From an optimization exercise on the open Yosys and OpenROAD flow, aimed at a short achievable clock period and few clock cycles per item; shortcuts taken in it are not production practice. At most, simulation tests tie the RTL to the original design; equivalence was not proved. Power figures rest on the tool's default switching activity, not on a simulated workload.

JK:
// lc4_core
module lc4_core (
  input  logic                   gwe,
  input  logic                   i_reset,
  output logic [16-1:0] o_imem_addr,
  input  logic [16-1:0] i_imem_data,
  output logic                   o_dmem_we,
  output logic [16-1:0] o_dmem_addr,
  output logic [16-1:0] o_dmem_wdata,
  input  logic [16-1:0] i_dmem_rdata,
  output logic                   o_trace_valid,
  output logic [16-1:0] o_trace_pc,
  output logic [16-1:0] o_trace_insn,
  output logic                   o_trace_rf_we,
  output logic [2:0]             o_trace_wsel,
  output logic [16-1:0] o_trace_wdata,
  output logic                   o_trace_nzp_we,
  output logic [2:0]             o_trace_nzp
);
Size: roughly 3200 cells after synthesis, ~1400 flip-flops, about 140 I/O pins, ~56000 µm² of cells after synthesis.
Settings: LEC_CHECK=0, ABC_CLOCK_PERIOD_IN_PS=2500, CAP_MARGIN=20, CORE_MARGIN=2, CORE_UTILIZATION=40, SETUP_SLACK_MARGIN=5, SLEW_MARGIN=20; clock period 7.5 ns.
run.sh (not shown) runs the stock make flow with config.mk's settings and CLKGATE_MAP_FILE= SYNTH_SCRIPT=/design/flow/synth_recipe.tcl, a recipe that flattens the netlist after the stock synthesis.
The final layout from JK, which completed every stage, passed the timing, DRC and antenna checks at the end of the flow.
Testbench counts of JK, summed over its fixed seeds: cycles 22,502, insns 20,801.
diff inputs: JK => MS
- ABC_CLOCK_PERIOD_IN_PS changed from 2500 to 2000
- SETUP_SLACK_MARGIN changed from 5 to 4.5
- TNS_END_PERCENT newly set to 100
- CORE_UTILIZATION changed from 40 to 30
## What came out
Inserted tap cell count went up by more than a quarter going from JK to MS.
JK and MS ended up with nearly the same clock network latency to the later pin of the worst-skew pair.
Of JK and MS, the higher power density over cell area belongs to JK.
The die area of MS was inferior to that of JK.
Taking MS as 1.0, JK lands at 1.17 on number of buffers added for setup after CTS.
Looking only at initial antenna violation count, and setting everything else aside, the higher value of JK and MS goes to MS.
The core of MS is less densely filled than that of JK.
Compared MS vs JK, and wire length on met1 is up in MS.


== nickel ==
Another version of the RTL of lc4_core (not shown whole).
Size in the first run: roughly 140 I/O pins.
make LEC_CHECK=0 CAP_MARGIN=20 CORE_MARGIN=2 CORE_UTILIZATION=55 SETUP_SLACK_MARGIN=4.9 SLEW_MARGIN=20 SYNTH_HIERARCHICAL=1 TNS_END_PERCENT=100 finish   # period 7.5 ns
nickel has completed all stages; timing, DRC and antenna checks passed.
Testbench counts of nickel, summed over its fixed seeds: cycles 22,110, insns 20,801.
## Diff of input files: violet against nickel
- CORE_UTILIZATION: 55 -> 40
- SETUP_SLACK_MARGIN: 4.9 -> 5.0
[compare] base=nickel new=violet: global-route usage down 8.4 points; number of tapcells up 337; post-route minimum period down 96 ps; post-detailed-placement cell area up about 1.1%.
NOTE area taken by flip-flops and latches nickel->violet increased slightly
A critical path start-end classification of reg -> out is what violet shows, while reg -> reg belongs to nickel.
Looking at design area, violet sits 4.1% above nickel.
violet — number of buffers and inverters on the critical path 3 lower, nickel as reference
The non-clock inverter count in the final layout reported for violet is greater than that of nickel by 3.
#### Input delta (garnet over violet)
- SETUP_SLACK_MARGIN changed from 5.0 to 4.9
==> comparison <==
- garnet: full flow OK, the timing, DRC and antenna checks passed
- Lower footprint of the multi-input gates among garnet and violet: garnet
- When garnet is set beside violet, its via count turns out to be 447 smaller.
- As far as post-placement cell count is concerned, violet and garnet perform about the same.
- Min non-clock buffer count across garnet and violet: garnet
- Post-route antenna net violation count came out exactly the same in garnet and violet.
- Share of the final layout cell area in multi-input gates | garnet below violet
- Core utilization is lower on garnet


lc4_core, a different RTL version from the one above (not shown whole).
For scale: roughly 3300 cells after synthesis, about 140 I/O pins, about 40000 µm² of cells after synthesis.
Design lc4_core, start of the top module:
module lc4_core (
  input  logic                   gwe,
  input  logic                   i_reset,
  output logic [16-1:0] o_imem_addr,
  input  logic [16-1:0] i_imem_data,
  output logic                   o_dmem_we,
  output logic [16-1:0] o_dmem_addr,
  output logic [16-1:0] o_dmem_wdata,
  input  logic [16-1:0] i_dmem_rdata,
  output logic                   o_trace_valid,
  output logic [16-1:0] o_trace_pc,
  output logic [16-1:0] o_trace_insn,
  output logic                   o_trace_rf_we,
  output logic [2:0]             o_trace_wsel,
  output logic [16-1:0] o_trace_wdata,
  output logic                   o_trace_nzp_we,
  output logic [2:0]             o_trace_nzp
);
  function automatic logic [2:0] nzp_z(input logic n, input logic z);
    nzp_z = {n, z, !n && !z};
  endfunction
  logic [15:0] pc_q;
  logic [15:0] pc_b;         
  logic [15:0] pc_o;         
  localparam int NB = 6;
  logic        btb_v   [NB];
  logic [15:0] btb_tag [NB];
  logic [15:0] btb_tgt [NB];
  logic [1:0]  btb_ctr [NB];
  logic [3:0]  btb_cnt [NB];    
  logic [3:0]  btb_trip[NB];    
  logic        btb_tv  [NB];    
  logic [2:0]  btb_ptr;
  logic        u_en;
  logic        u_taken;
  logic        u_jmp;
  logic [15:0] u_pc;
  logic [15:0] u_tgt;
  logic        fd_valid;
  logic [15:0] fd_pc;
  logic [15:0] fd_insn;
  logic        fd_pt;        
  logic        fd_hit;       
  logic [15:0] fd_pc1;
  logic [15:0] fd_tgt9;      
  logic [15:0] fd_tgt11;     
  typedef struct packed {
    logic jmp_any;    
    logic jmp;        
    logic br;         
    logic want;       
    logic sub;
    logic andop;
    logic ld;
    logic st;
    logic cnst;
    logic we;
    logic rt_re;
    logic rs_re;
  } dec_t;
  dec_t        fd_dec;
  logic [15:0] fd_rsv;       
  logic [15:0] fd_rtv;       
  logic [15:0] fd_rdv;
  logic        fd_aw, fd_at;   
  logic        fd_bw, fd_bt;
  logic        fd_cw, fd_ct;
  logic        dx_valid;
  logic [15:0] dx_pc;
  logic [15:0] dx_insn;
  logic [2:0]  dx_rd;
  logic        dx_we;        
  logic        dx_ld;
  logic        dx_sub;
  logic        dx_and;
  ...
clock: 7.5 ns
lec_check: 0
cap_margin: 20
core_margin: 2
core_utilization: 40
setup_slack_margin: 4.8
slew_margin: 20
synth_hierarchical: 1
tns_end_percent: 100
==> next run, changes <==
Settings changed: SETUP_SLACK_MARGIN 4.8 to 4.9.
After rerunning:
- core utilization is higher by 1.2 points
- total power rises slightly
- worst hold slack hardly moves
- wire length rises slightly
- worst setup slack loses 0.13 ns
- final cell count rose slightly
- synthesized area stays the same
- clock skew increases by 0.030 ns
- cell area climbs by a few percent
No functional check of the RTL was part of any run of this note.

-- port drivers added, routing unchanged --
In the flow no input, the clock included, has a driving cell. The finished layouts below were timed again as built, in two steps. Step 1: set_driving_cell puts a clkbuf_16 on gwe and a buf_2 on each other input, an assumption about the parent block. Step 2 adds t to the input delays and takes it off the output delays; t is the mean of the earliest and latest rising clock arrival at the registers after step 1. Input paths then give back, and output paths get back, about the clock's delay inside the block. a / b / c = no drivers / after step 1 / after step 2; a / b = the first two.
run | t, ns | setup WS [ns] | latest minus earliest clock arrival (ns) | cell pins on the clock port's net
JK | 0.846 | 4.123 / 4.123 / 4.123 | 0.030 / 0.030 | 1
MS | 0.839 | 4.075 / 4.075 / 3.892 | 0.046 / 0.046 | 1
nickel | 0.717 | 4.713 / 4.713 / 4.153 | 0.026 / 0.026 | 1
violet | 0.726 | 4.809 / 4.741 / 4.186 | 0.027 / 0.027 | 1
garnet | 0.738 | 4.806 / 4.737 / 4.203 | 0.021 / 0.021 | 1
the first run of note 3 | 0.748 | 4.754 / 4.719 / 4.091 | 0.024 / 0.025 | 1
the second run of note 3 | 0.764 | 4.628 / 4.628 / 4.170 | 0.051 / 0.051 | 1
After both steps every run listed still meets setup and hold. For the first run of note 3, which loses most, drivers alone change the setup slack by -0.035 ns; drivers and shift together by -0.663 ns.
